This is an optimization exercise on Yosys and OpenROAD, whose aim is small area, a short achievable clock period and few clock cycles, not a production implementation.
Only simulation tests tie the RTL to the original design; equivalence was not proved.
No activity file was given, so power comes from the tool's default toggle rates.

== the reference run ==
## led_matrix_scan_dimmer_unit
module led_matrix_scan_dimmer_unit #(
	parameter int PANELS         = lmsd_pkg::DEF_PANELS,
	parameter int ROWS           = lmsd_pkg::DEF_ROWS,
	parameter int LEDS_PER_ROW   = lmsd_pkg::DEF_LEDS_PER_ROW,
	parameter int COLORS         = lmsd_pkg::DEF_COLORS,
	parameter int REFRESH_CYCLES = lmsd_pkg::DEF_REFRESH_CYCLES
) (
	input  logic                            clk,
	input  logic                            arst_n,
	input  logic                            s_tvalid,
	output logic                            s_tready,
	input  logic [lmsd_pkg::S_TDATA_W-1:0]  s_tdata,
	input  logic [lmsd_pkg::S_TUSER_W-1:0]  s_tuser,
	output logic                            m_tvalid,
	input  logic                            m_tready,
	output logic [lmsd_pkg::M_TDATA_W-1:0]  m_tdata,
	output logic [lmsd_pkg::M_TUSER_W-1:0]  m_tuser,
	output logic                            m_tlast,
	input  logic                            cfg_valid,
	output logic                            cfg_ready,
	input  logic [lmsd_pkg::REG_W-1:0]      cfg_index,
	input  logic [lmsd_pkg::SCHED_W-1:0]    cfg_data
);
Size in the first run: roughly 4,000 flip-flops, ~72 I/O pins, roughly 93,000 um2 of cells after synthesis.
clock: 6.0 ns
lec_check: 0
cap_margin: 20
core_margin: 2
core_utilization: 55
cts_cluster_diameter: 80
cts_cluster_size: 30
setup_slack_margin: 3.5
slew_margin: 20
run.sh (not shown) runs the stock make flow with config.mk's settings and CLKGATE_MAP_FILE= SYNTH_SCRIPT=/design/flow/synth_recipe.tcl, a recipe that flattens the netlist after the stock synthesis.
The reference run finished all stages; the layout is clean.
Testbench counts of the reference run, summed over its fixed seeds: cycles 12,776.
[inputs] the trial run vs the reference run
-- flow/design.v --
<<< the reference run, line 189
	logic [1:0]   ocolor_q;
	logic         olast_q;
	logic         in_xfer;
	logic         tick;
>>> the trial run, line 189
	logic [1:0]   ocolor_q;
	logic         olast_q;
	logic [16:0]  oport_q;
	logic         ovld_o;
	logic         rdy_o;
	logic         in_xfer;
	logic         tick;
<<< the reference run, line 219
	logic [3:0]   ql [QD];
	assign cfg_ready = 1'b1;
	assign s_tready  = rdy_q;
	assign in_xfer   = s_tvalid && rdy_q;
	assign tick      = in_xfer && (in_cmd == lmsd_pkg::CMD_TICK);
>>> the trial run, line 222
	logic [3:0]   ql [QD];
	assign cfg_ready = 1'b1;
	assign s_tready  = rdy_o;
	assign in_xfer   = s_tvalid && rdy_q;
	assign tick      = in_xfer && (in_cmd == lmsd_pkg::CMD_TICK);
<<< the reference run, line 412
			cr_v    <= 1'b0;
			rdy_q   <= 1'b0;
			act_v   <= 1'b0;
			pv      <= '0;
>>> the trial run, line 415
			cr_v    <= 1'b0;
			rdy_q   <= 1'b0;
			rdy_o   <= 1'b0;
			ovld_o  <= 1'b0;
			act_v   <= 1'b0;
			pv      <= '0;
<<< the reference run, line 460
			cr_v  <= cr_v_nx;
			rdy_q <= !qv[QD-1] && (!cr_v_nx || pred) && !clearing_nx;
			cmt_q <= pred;
			clr_q1 <= clearing_nx;
>>> the trial run, line 465
			cr_v  <= cr_v_nx;
			rdy_q <= !qv[QD-1] && (!cr_v_nx || pred) && !clearing_nx;
			rdy_o <= !qv[QD-1] && (!cr_v_nx || pred) && !clearing_nx;
			ovld_o <= ld || (ovld_q && !m_tready);
			cmt_q <= pred;
			clr_q1 <= clearing_nx;
<<< the reference run, line 507
			olast_q  <= (e_p == 3'd4) && (e_c == 2'd2);
		end
	end
	assign m_tvalid = ovld_q;
	assign m_tdata  = {5'b0, led_q, orow_q};
	assign m_tuser  = {ocolor_q, opanel_q};
	assign m_tlast  = olast_q;
endmodule
>>> the trial run, line 514
			olast_q  <= (e_p == 3'd4) && (e_c == 2'd2);
		end
		oport_q <= ld ? {(e_p == 3'd4) && (e_c == 2'd2), e_c, e_p, led_nx, act_r}
			: {olast_q, ocolor_q, opanel_q, led_q, orow_q};
	end
	assign m_tvalid = ovld_o;
	assign m_tdata  = {5'b0, oport_q[10:0]};
	assign m_tuser  = oport_q[15:11];
	assign m_tlast  = oport_q[16];
endmodule
Results
Compare the trial run and the reference run | final wirelength lower: the reference run
The trial run has sequential share of cell area above what the reference run had.
Worst hold path class = in2async: the trial run; worst hold path class = reg2reg: the reference run
Lower share of the clock period used by the worst path after layout among the trial run and the reference run: the trial run
Total power: the trial run vs the reference run up about 1.8%
Comparing the reference run with the trial run, the met1 demand-to-capacity share in global routing came out essentially unchanged.
Testbench counts of the trial run, summed over its fixed seeds: cycles 12,776.

separate check: timing with driven ports:
How much do the figures lean on ideal ports? The routed layouts below were timed once more, with nothing changed but the port constraints.
Step 1 assumes that a clkbuf_16 drives the clock port and a buf_2 every other input.
Step 2, shift: input delay + t, output delay - t, t = (earliest + latest rising clock arrival at the registers) / 2. This alone moves slack from input paths to output paths.
Slacks: ideal / step 1 / step 2; pairs: ideal / step 1.
run	t, ns	setup slack, ns	cell pins on the clock port's net
the reference run	0.898	3.212 / 3.137 / 2.691	1
the trial run	0.885	3.382 / 3.303 / 2.709	1
After both steps setup and hold are still met in every run listed. For the trial run, which loses most, drivers alone change the setup slack by -0.079 ns; drivers and shift together by -0.673 ns.
